Source: an optimization exercise on an open RTL-to-GDS flow (aim: small area). Production flows keep margins and buffers that such runs may drop. At most, simulation tests tie the RTL to the original design; equivalence was not proved. No activity file was given, so power comes from the tool's default toggle rates.

Design l2_gan_param_loader, start of the top module:
module l2_gan_param_loader (
    input  logic                 clk,
    input  logic                 rst,
    input  logic                 start,
    input  logic [WIDTH-1:0]     in_data,
    input  logic                 in_valid,
    output logic                 in_ready,
    output logic                 busy,
    output logic                 params_valid,
    output logic [6:0]           word_cnt,
    output logic                 cksum_err,
    output logic [255:0]         L1_w,
    output logic [63:0]          L1_b,
    output logic [127:0]         L2_w,
    output logic [31:0]          L2_b,
    output logic [31:0]          L3_w,
    output logic [15:0]          L3_b,
    output logic [15:0]          L4_w,
    output logic [15:0]          L4_b,
    output logic [15:0]          L5_w,
    output logic [15:0]          L5_b,
    output logic [31:0]          L6_w,
    output logic [31:0]          L6_b,
    output logic [127:0]         L7_w,
    output logic [63:0]          L7_b,
    output logic [255:0]         L8_w,
    output logic [63:0]          L8_b
);
Size in the first run: ~1200 flip-flops, ~1200 I/O pins, roughly 36000 sq um of cells after synthesis.
clock: 5.0 ns
lec_check: 0
cap_margin: 20
core_area: 5 5 235 235
die_area: 0 0 240 240
gpl_timing_driven: 0
slew_margin: 20
standard.sh (not shown) runs the stock make flow with config.mk's settings and CLKGATE_MAP_FILE= SYNTH_SCRIPT=/design/flow/synth_recipe.tcl, a recipe that flattens the netlist after the stock synthesis.
==> flow/flow/run.sh <==
#!/bin/bash
# Standard layout, except: the port buffers are the smallest buffer cell, the
# pins may sit one track apart (so a smaller die fits them), and the clock tree
# uses small leaf clock buffers under a strong root, without dummy loads.
set -e
export BUFFER_PORTS_ARGS="-buffer_cell sky130_fd_sc_hd__buf_1"
export PLACE_PINS_ARGS="-min_distance 1 -min_distance_in_tracks"
export CTS_ARGS="-sink_clustering_enable -repair_clock_nets -sink_clustering_size 10 -sink_clustering_max_diameter 35 -buf_list sky130_fd_sc_hd__clkbuf_4 -root_buf sky130_fd_sc_hd__clkbuf_16 -sink_clustering_buffer sky130_fd_sc_hd__clkbuf_4 -dont_use_dummy_load"
bash standard.sh > standard.log 2>&1
Next try:
Settings changed: CORE_AREA 5 5 235 235 to 5 5 255 255, DIE_AREA 0 0 240 240 to 0 0 260 260, GPL_TIMING_DRIVEN 0 to not set.
Result: The changed run produced a clean layout; global-route usage shrinks by 6.5 points; core utilization drops by 15 points; sequential share of layout area grows by 2.0 points; routed wire length is lower by 3.0%; first-iteration DRC count goes up by 3.2%.
Next try:
--- a/flow/flow/run.sh
+++ b/flow/flow/run.sh
@@ -8,2 +8,3 @@
 export CTS_ARGS="-sink_clustering_enable -repair_clock_nets -sink_clustering_size 10 -sink_clustering_max_diameter 35 -buf_list sky130_fd_sc_hd__clkbuf_4 -root_buf sky130_fd_sc_hd__clkbuf_16 -sink_clustering_buffer sky130_fd_sc_hd__clkbuf_4 -dont_use_dummy_load"
+export PRE_GLOBAL_PLACE_TCL="$PWD/flow/pre_gpl.tcl"
 bash standard.sh > standard.log 2>&1
==> flow/flow/pre_gpl.tcl (new file) <==
# Timing-driven global placement buffers the high-fanout bank write enable;
# keep it to small buffers.
set_dont_use {sky130_fd_sc_hd__buf_6 sky130_fd_sc_hd__buf_8 sky130_fd_sc_hd__buf_12 sky130_fd_sc_hd__buf_16 sky130_fd_sc_hd__bufinv_8 sky130_fd_sc_hd__bufinv_16 sky130_fd_sc_hd__clkbuf_8 sky130_fd_sc_hd__clkbuf_16 sky130_fd_sc_hd__inv_6 sky130_fd_sc_hd__inv_8 sky130_fd_sc_hd__inv_12 sky130_fd_sc_hd__inv_16 sky130_fd_sc_hd__clkinv_8 sky130_fd_sc_hd__clkinv_16}
Settings changed: CORE_AREA 5 5 255 255 to 5 5 235 235, DIE_AREA 0 0 260 260 to 0 0 240 240.
Result: The changed run finished clean; count of clock-buffer cells in the layout came out lower by 6; routed wire length rose by 2.3%; final area stays flat; power barely changes; core utilization is higher by 12 points; first-iteration DRC count fell by 5.0%; critical path depth is unchanged; flip-flop and latch count stays the same; worst setup slack loses 0.012 ns; synthesized area does not change.
Next try:
==> flow/flow/run.sh (replaced) <==
#!/bin/bash
# Standard layout, except: the port buffers are the smallest buffer cell, the
# pins may sit one track apart (so a smaller die fits them), and the clock tree
# uses small leaf clock buffers under a strong root, without dummy loads.
set -e
export BUFFER_PORTS_ARGS="-buffer_cell sky130_fd_sc_hd__buf_1"
export PLACE_PINS_ARGS="-min_distance 1 -min_distance_in_tracks"
export CTS_ARGS="-sink_clustering_enable -repair_clock_nets -sink_clustering_size 10 -sink_clustering_max_diameter 35 -buf_list {sky130_fd_sc_hd__clkbuf_4 sky130_fd_sc_hd__clkbuf_8} -root_buf sky130_fd_sc_hd__clkbuf_16 -sink_clustering_buffer sky130_fd_sc_hd__clkbuf_4 -dont_use_dummy_load"
bash standard.sh > standard.log 2>&1
removed: flow/flow/pre_gpl.tcl
The changed run completed without violations.
Routed wire length shrinks by 0.37%.
Maximum frequency increases by 4.3%.
First-iteration DRC count increases by 14%.
Power rises by 0.79%.


l2_gan_param_loader again, from the RTL that the note above started with.
==> flow/config.mk <==
export PLATFORM = sky130hd
export DESIGN_NAME = l2_gan_param_loader
export DESIGN_NICKNAME = l2_gan_param_loader
export VERILOG_FILES = /design/flow/design.v
export SDC_FILE = /design/flow/constraint.sdc
export NUM_CORES = 4
export LEC_CHECK = 0
export CAP_MARGIN = 20
export CORE_AREA = 5 5 235 235
export DIE_AREA = 0 0 240 240
export SLEW_MARGIN = 20
==> flow/constraint.sdc <==
create_clock -name core_clock -period 5.0 [get_ports {clk}]
set_input_delay 1.0000 -clock core_clock [delete_from_list [all_inputs] [get_ports {clk}]]
set_output_delay 1.0000 -clock core_clock [all_outputs]
set_load 0.01 [all_outputs]
==> flow/flow/run.sh <==
#!/bin/bash
# Standard layout, except: the port buffers are the smallest buffer cell, the
# pins may sit one track apart (so a smaller die fits them), and the clock tree
# uses small leaf clock buffers under a strong root, without dummy loads.
set -e
export BUFFER_PORTS_ARGS="-buffer_cell sky130_fd_sc_hd__buf_1"
export PLACE_PINS_ARGS="-min_distance 1 -min_distance_in_tracks"
export CTS_ARGS="-sink_clustering_enable -repair_clock_nets -sink_clustering_size 12 -sink_clustering_max_diameter 30 -buf_list sky130_fd_sc_hd__clkbuf_4 -root_buf sky130_fd_sc_hd__clkbuf_16 -sink_clustering_buffer sky130_fd_sc_hd__clkbuf_4 -dont_use_dummy_load"
bash standard.sh > standard.log 2>&1
Rerun with:
==> flow/flow/run.sh (replaced) <==
#!/bin/bash
# Standard layout, except: the port buffers are the smallest buffer cell, the
# pins may sit one track apart (so a smaller die fits them), and the clock tree
# uses small leaf clock buffers under a strong root, without dummy loads.
set -e
export BUFFER_PORTS_ARGS="-buffer_cell sky130_fd_sc_hd__buf_1"
export PLACE_PINS_ARGS="-min_distance 1 -min_distance_in_tracks"
export CTS_ARGS="-sink_clustering_enable -repair_clock_nets -sink_clustering_size 10 -sink_clustering_max_diameter 35 -buf_list {sky130_fd_sc_hd__clkbuf_4 sky130_fd_sc_hd__clkbuf_8} -root_buf sky130_fd_sc_hd__clkbuf_16 -sink_clustering_buffer sky130_fd_sc_hd__clkbuf_4 -dont_use_dummy_load"
bash standard.sh > standard.log 2>&1
- CORE_AREA: 5 5 235 235 -> 5 5 255 255
- DIE_AREA: 0 0 240 240 -> 0 0 260 260
Result:
- The changed run passed the timing, DRC and antenna checks
- die area climbs by 17%
- setup slack gets worse by 0.24 ns
- critical path depth climbs by 1
- clock power climbs by about 4%
Rerun with:
==> flow/flow/run.sh (replaced) <==
#!/bin/bash
# Standard layout, except: the port buffers are the smallest buffer cell, the
# pins may sit one track apart (so a smaller die fits them), and the clock tree
# uses small leaf clock buffers under a strong root, without dummy loads.
set -e
export BUFFER_PORTS_ARGS="-buffer_cell sky130_fd_sc_hd__buf_1"
export PLACE_PINS_ARGS="-min_distance 1 -min_distance_in_tracks"
export CTS_ARGS="-sink_clustering_enable -repair_clock_nets -sink_clustering_size 10 -sink_clustering_max_diameter 35 -buf_list sky130_fd_sc_hd__clkbuf_4 -root_buf sky130_fd_sc_hd__clkbuf_16 -sink_clustering_buffer sky130_fd_sc_hd__clkbuf_4 -dont_use_dummy_load"
bash standard.sh > standard.log 2>&1
- CORE_AREA: 5 5 255 255 -> 5 5 235 235
- DIE_AREA: 0 0 260 260 -> 0 0 240 240
Result:
- worst setup slack improves by 0.23 ns
- count of clock-buffer cells in the layout goes down by 7
- sequential power barely changes
Rerun with:
==> flow/flow/run.sh (replaced) <==
#!/bin/bash
# Standard layout, except: the port buffers are the smallest buffer cell, the
# pins may sit one track apart (so a smaller die fits them), and the clock tree
# uses small leaf clock buffers under a strong root, without dummy loads.
set -e
export BUFFER_PORTS_ARGS="-buffer_cell sky130_fd_sc_hd__buf_1"
export PLACE_PINS_ARGS="-min_distance 1 -min_distance_in_tracks"
export CTS_ARGS="-sink_clustering_enable -repair_clock_nets -sink_clustering_size 16 -sink_clustering_max_diameter 25 -buf_list sky130_fd_sc_hd__clkbuf_4 -root_buf sky130_fd_sc_hd__clkbuf_16 -sink_clustering_buffer sky130_fd_sc_hd__clkbuf_4 -dont_use_dummy_load"
bash standard.sh > standard.log 2>&1
The new run completed with no timing, DRC or antenna violations.
Global-route usage rises by 0.30 points.
Routed wire length rises by about 0.6%.
Clock-buffer cell count rises by 46.
Area after synthesis stays the same.
Combinational power rises by about 0.6%.
Worst setup slack gets better by 0.0086 ns.
Non-clock buffer count is unchanged.
Total power rises by 3.1%.
Core utilization rises by 0.63 points.
Clock power rises by 12%.
Sequential power is about the same.


## job 101
l2_gan_param_loader, a different RTL version from the one above (not shown whole).
For scale: roughly 1200 flip-flops, roughly 1200 I/O pins, ~37000 sq um of cells after synthesis.
clock: 5.0 ns
lec_check: 0
cap_margin: 20
core_area: 5 5 445 445
die_area: 0 0 450 450
slew_margin: 20
==> flow/flow/run.sh <==
#!/bin/bash
# Standard layout, except that the port buffers are the smallest buffer cell
# and the clock tree uses small clock buffers without dummy loads.
set -e
export BUFFER_PORTS_ARGS="-buffer_cell sky130_fd_sc_hd__buf_1"
export CTS_ARGS="-sink_clustering_enable -repair_clock_nets -sink_clustering_size 24 -sink_clustering_max_diameter 50 -buf_list sky130_fd_sc_hd__clkbuf_8 -dont_use_dummy_load"
bash standard.sh > standard.log 2>&1
Job 101 did not stop at any stage, and its layout met the timing, DRC and antenna checks.
> inputs changed (job 101 -> job 102)
==> flow/flow/run.sh <==
#!/bin/bash
# Standard layout, except that the port buffers are the smallest buffer cell.
set -e
cp standard.sh standard_copy.sh.txt
export BUFFER_PORTS_ARGS="-buffer_cell sky130_fd_sc_hd__buf_1"
bash standard.sh > standard.log 2>&1
==> comparison <==
- Job 102 went all the way through synthesis, placement and routing and the layout is clean on timing, DRC and antenna.
- Going from job 101 to job 102, slew at the pin closest to its max-slew limit -0.0065 ns; share of total power in the clock network +14 points; proportion of power drawn by flip-flops and latches -13 points; antenna diode count -4.
- A worst setup path endpoint of bank_q[403]$_DFFE_PP_ is what job 102 shows, while bank_q[467]$_DFFE_PP_ belongs to job 101.
- Across both runs, fraction of the core area covered by cells at the end of the flow was higher for job 102 than for job 101.
- Of job 101 and job 102, the run reporting the lower minimum setup slack in the final design was job 101.
- Going from job 101 to job 102, relative slew slack grows by 0.43 points.
- From job 101 to job 102 the numbers moved as follows: power in the clock group went up, final critical-path share of the clock period went down.
Setup changes, job 102 to job 103
==> flow/run.sh (new file) <==
#!/bin/bash
# synth_recipe.tcl (not shown) runs the flow's synth.tcl, then flattens the netlist and writes it again
# the make line also repeats each setting of config.mk as NAME=value (left out here)
make -C /OpenROAD-flow-scripts/flow DESIGN_CONFIG=/design/flow/config.mk WORK_HOME=/design/flow/orfs CLKGATE_MAP_FILE= SYNTH_SCRIPT=/design/flow/synth_recipe.tcl finish
removed: flow/flow/run.sh
removed: flow/standard.sh
Notes after the runs:
- Job 103 ends up with lower buffers plus inverters on the worst setup path than job 102 does.
- For job 102, the worst setup path endpoint was bank_q[403]$_DFFE_PP_, unlike job 103, where it was err_q$_DFFE_PP0P_.
- Final critical path time including I/O delays and setup deteriorates in job 103 relative to job 102.
- Summary — minimum setup slack in the final design, job 103 relative to job 102: lower, by 0.096 ns.
- Compared to job 102, the routing of job 103 uses more wire.
- Number of iterations in the first detailed-routing pass: job 103 vs job 102 identical


The RTL this note starts from:
==> flow/design.v <==
`default_nettype none
package l2_gan_pkg;
    localparam int WIDTH       = 16;
    localparam int TOTAL_WORDS = 73;
    localparam int L1_W_BASE = 0;   localparam int L1_W_LEN = 16;
    localparam int L1_B_BASE = 16;  localparam int L1_B_LEN = 4;
    localparam int L2_W_BASE = 20;  localparam int L2_W_LEN = 8;
    localparam int L2_B_BASE = 28;  localparam int L2_B_LEN = 2;
    localparam int L3_W_BASE = 30;  localparam int L3_W_LEN = 2;
    localparam int L3_B_BASE = 32;  localparam int L3_B_LEN = 1;
    localparam int L4_W_BASE = 33;  localparam int L4_W_LEN = 1;
    localparam int L4_B_BASE = 34;  localparam int L4_B_LEN = 1;
    localparam int L5_W_BASE = 35;  localparam int L5_W_LEN = 1;
    localparam int L5_B_BASE = 36;  localparam int L5_B_LEN = 1;
    localparam int L6_W_BASE = 37;  localparam int L6_W_LEN = 2;
    localparam int L6_B_BASE = 39;  localparam int L6_B_LEN = 2;
    localparam int L7_W_BASE = 41;  localparam int L7_W_LEN = 8;
    localparam int L7_B_BASE = 49;  localparam int L7_B_LEN = 4;
    localparam int L8_W_BASE = 53;  localparam int L8_W_LEN = 16;
    localparam int L8_B_BASE = 69;  localparam int L8_B_LEN = 4;
    typedef enum logic [1:0] {
        ST_IDLE = 2'd0,
        ST_LOAD = 2'd1,
        ST_DONE = 2'd2
    } state_t;
endpackage : l2_gan_pkg
`default_nettype wire
`default_nettype none
import l2_gan_pkg::*;
module l2_gan_param_loader (
    input  logic                 clk,
    input  logic                 rst,
    input  logic                 start,
    input  logic [WIDTH-1:0]     in_data,
    input  logic                 in_valid,
    output logic                 in_ready,
    output logic                 busy,
    output logic                 params_valid,
    output logic [6:0]           word_cnt,
    output logic                 cksum_err,
    output logic [255:0]         L1_w,
    output logic [63:0]          L1_b,
    output logic [127:0]         L2_w,
    output logic [31:0]          L2_b,
    output logic [31:0]          L3_w,
    output logic [15:0]          L3_b,
    output logic [15:0]          L4_w,
    output logic [15:0]          L4_b,
    output logic [15:0]          L5_w,
    output logic [15:0]          L5_b,
    output logic [31:0]          L6_w,
    output logic [31:0]          L6_b,
    output logic [127:0]         L7_w,
    output logic [63:0]          L7_b,
    output logic [255:0]         L8_w,
    output logic [63:0]          L8_b
);
    logic                          busy_q;
    logic [6:0]                    cnt_q;
    logic [WIDTH*TOTAL_WORDS-1:0]  bank_q;
    logic                          accept;
    logic                          last;      
    logic                          store;
    assign last   = cnt_q[6] & cnt_q[3] & cnt_q[0];
    assign accept = busy_q & in_valid & ~start;
    assign store  = accept & ~last;
    always_ff @(posedge clk or posedge rst) begin
        if (rst) begin
            busy_q <= 1'b0;
            cnt_q  <= '0;
        end else if (start) begin
            busy_q <= 1'b1;
            cnt_q  <= '0;
        end else if (accept) begin
            busy_q <= ~last;
            cnt_q  <= cnt_q + 7'd1;
        end
    end
    always_ff @(posedge clk) begin
        if (store) bank_q <= {in_data, bank_q[WIDTH*TOTAL_WORDS-1:WIDTH]};
    end
    logic [WIDTH-1:0] sum_q;
    logic             done;
    always_ff @(posedge clk) begin
        if (start)       sum_q <= '0;
        else if (accept) sum_q <= sum_q + in_data;
    end
    assign done         = ~busy_q & cnt_q[1];
    assign cksum_err    = done & (|sum_q);
    assign params_valid = done & ~(|sum_q);
    assign in_ready = busy_q;
    assign busy     = busy_q;
    assign word_cnt = cnt_q;
    assign L1_w = bank_q[L1_W_BASE*WIDTH +: L1_W_LEN*WIDTH];
    assign L1_b = bank_q[L1_B_BASE*WIDTH +: L1_B_LEN*WIDTH];
    assign L2_w = bank_q[L2_W_BASE*WIDTH +: L2_W_LEN*WIDTH];
    assign L2_b = bank_q[L2_B_BASE*WIDTH +: L2_B_LEN*WIDTH];
    assign L3_w = bank_q[L3_W_BASE*WIDTH +: L3_W_LEN*WIDTH];
    assign L3_b = bank_q[L3_B_BASE*WIDTH +: L3_B_LEN*WIDTH];
    assign L4_w = bank_q[L4_W_BASE*WIDTH +: L4_W_LEN*WIDTH];
    assign L4_b = bank_q[L4_B_BASE*WIDTH +: L4_B_LEN*WIDTH];
    assign L5_w = bank_q[L5_W_BASE*WIDTH +: L5_W_LEN*WIDTH];
    assign L5_b = bank_q[L5_B_BASE*WIDTH +: L5_B_LEN*WIDTH];
    assign L6_w = bank_q[L6_W_BASE*WIDTH +: L6_W_LEN*WIDTH];
    assign L6_b = bank_q[L6_B_BASE*WIDTH +: L6_B_LEN*WIDTH];
    assign L7_w = bank_q[L7_W_BASE*WIDTH +: L7_W_LEN*WIDTH];
    assign L7_b = bank_q[L7_B_BASE*WIDTH +: L7_B_LEN*WIDTH];
    assign L8_w = bank_q[L8_W_BASE*WIDTH +: L8_W_LEN*WIDTH];
    assign L8_b = bank_q[L8_B_BASE*WIDTH +: L8_B_LEN*WIDTH];
endmodule
`default_nettype wire
==> flow/config.mk <==
export PLATFORM = sky130hd
export DESIGN_NAME = l2_gan_param_loader
export DESIGN_NICKNAME = l2_gan_param_loader
export VERILOG_FILES = /design/flow/design.v
export SDC_FILE = /design/flow/constraint.sdc
export NUM_CORES = 4
export LEC_CHECK = 0
export CAP_MARGIN = 20
export CORE_AREA = 5 5 245 245
export DIE_AREA = 0 0 250 250
export SLEW_MARGIN = 20
==> flow/constraint.sdc <==
create_clock -name core_clock -period 5.0 [get_ports {clk}]
set_input_delay 1.0000 -clock core_clock [delete_from_list [all_inputs] [get_ports {clk}]]
set_output_delay 1.0000 -clock core_clock [all_outputs]
set_load 0.01 [all_outputs]
==> flow/flow/run.sh <==
#!/bin/bash
# Standard layout, except that the port buffers are the smallest buffer cell
# and the clock tree uses small clock buffers without dummy loads.
set -e
export BUFFER_PORTS_ARGS="-buffer_cell sky130_fd_sc_hd__buf_1"
export CTS_ARGS="-sink_clustering_enable -repair_clock_nets -sink_clustering_size 14 -sink_clustering_max_diameter 40 -buf_list sky130_fd_sc_hd__clkbuf_4 -dont_use_dummy_load"
bash standard.sh > standard.log 2>&1
The first run aborted during 3_2_place_iop, error PPL-0024.
Then changed:
--- a/flow/config.mk
+++ b/flow/config.mk
@@ -8,4 +8,4 @@
 export CAP_MARGIN = 20
-export CORE_AREA = 5 5 245 245
-export DIE_AREA = 0 0 250 250
+export CORE_AREA = 5 5 295 295
+export DIE_AREA = 0 0 300 300
 export SLEW_MARGIN = 20
Effect: The changed run stopped in 3_2_place_iop (PPL-0024); area after synthesis stays the same; synthesized cell count stays the same.
Function was not checked in any run of this note: the RTL went through the layout flow alone.

-- static timing again, ports no longer ideal --
How much do the figures lean on ideal ports? The routed layouts below were timed once more, with nothing changed but the port constraints.
Step 1 sets driving cells, clkbuf_16 on the clock port and buf_2 on the other inputs (assumed; they add their load-dependent delay and slew).
Step 2 adds t to the input delays and takes it off the output delays; t is the mean of the earliest and latest rising clock arrival at the registers after step 1. Input paths then give back, and output paths get back, about the clock's delay inside the block.
Three values: ideal, step 1, step 2; two values: the first two.
run | shift t [ns] | slack for setup (ns) | worst setup path at the end | pins driven straight from the clock port
the first run of note 1 | 0.729 | 0.546 / 0.545 / -0.184 | input to register | 1
the second run of note 1 | 0.720 | 0.829 / 0.836 / 0.117 | input to register | 1
the third run of note 1 | 0.744 | 0.816 / 0.822 / 0.078 | input to register | 1
the fourth run of note 1 | 0.700 | 0.991 / 1.010 / 0.310 | input to register | 1
the first run of note 2 | 0.739 | 1.033 / 1.033 / 0.318 | input to register | 1
the second run of note 2 | 0.675 | 0.791 / 0.798 / 0.122 | input to register | 1
the third run of note 2 | 0.748 | 1.017 / 1.017 / 0.307 | input to register | 1
the fourth run of note 2 | 0.751 | 1.025 / 1.025 / 0.316 | input to register | 1
job 101 | 0.841 | 1.937 / 1.937 / 1.278 | input to register | 1
job 102 | 0.793 | 1.995 / 1.995 / 1.295 | input to register | 1
job 103 | 0.799 | 1.899 / 1.887 / 1.119 | input to register | 1
With both steps, setup timing fails in the first run of note 1, where it was met with ideal ports. For job 103, which loses most, drivers alone change the setup slack by -0.012 ns; drivers and shift together by -0.780 ns.
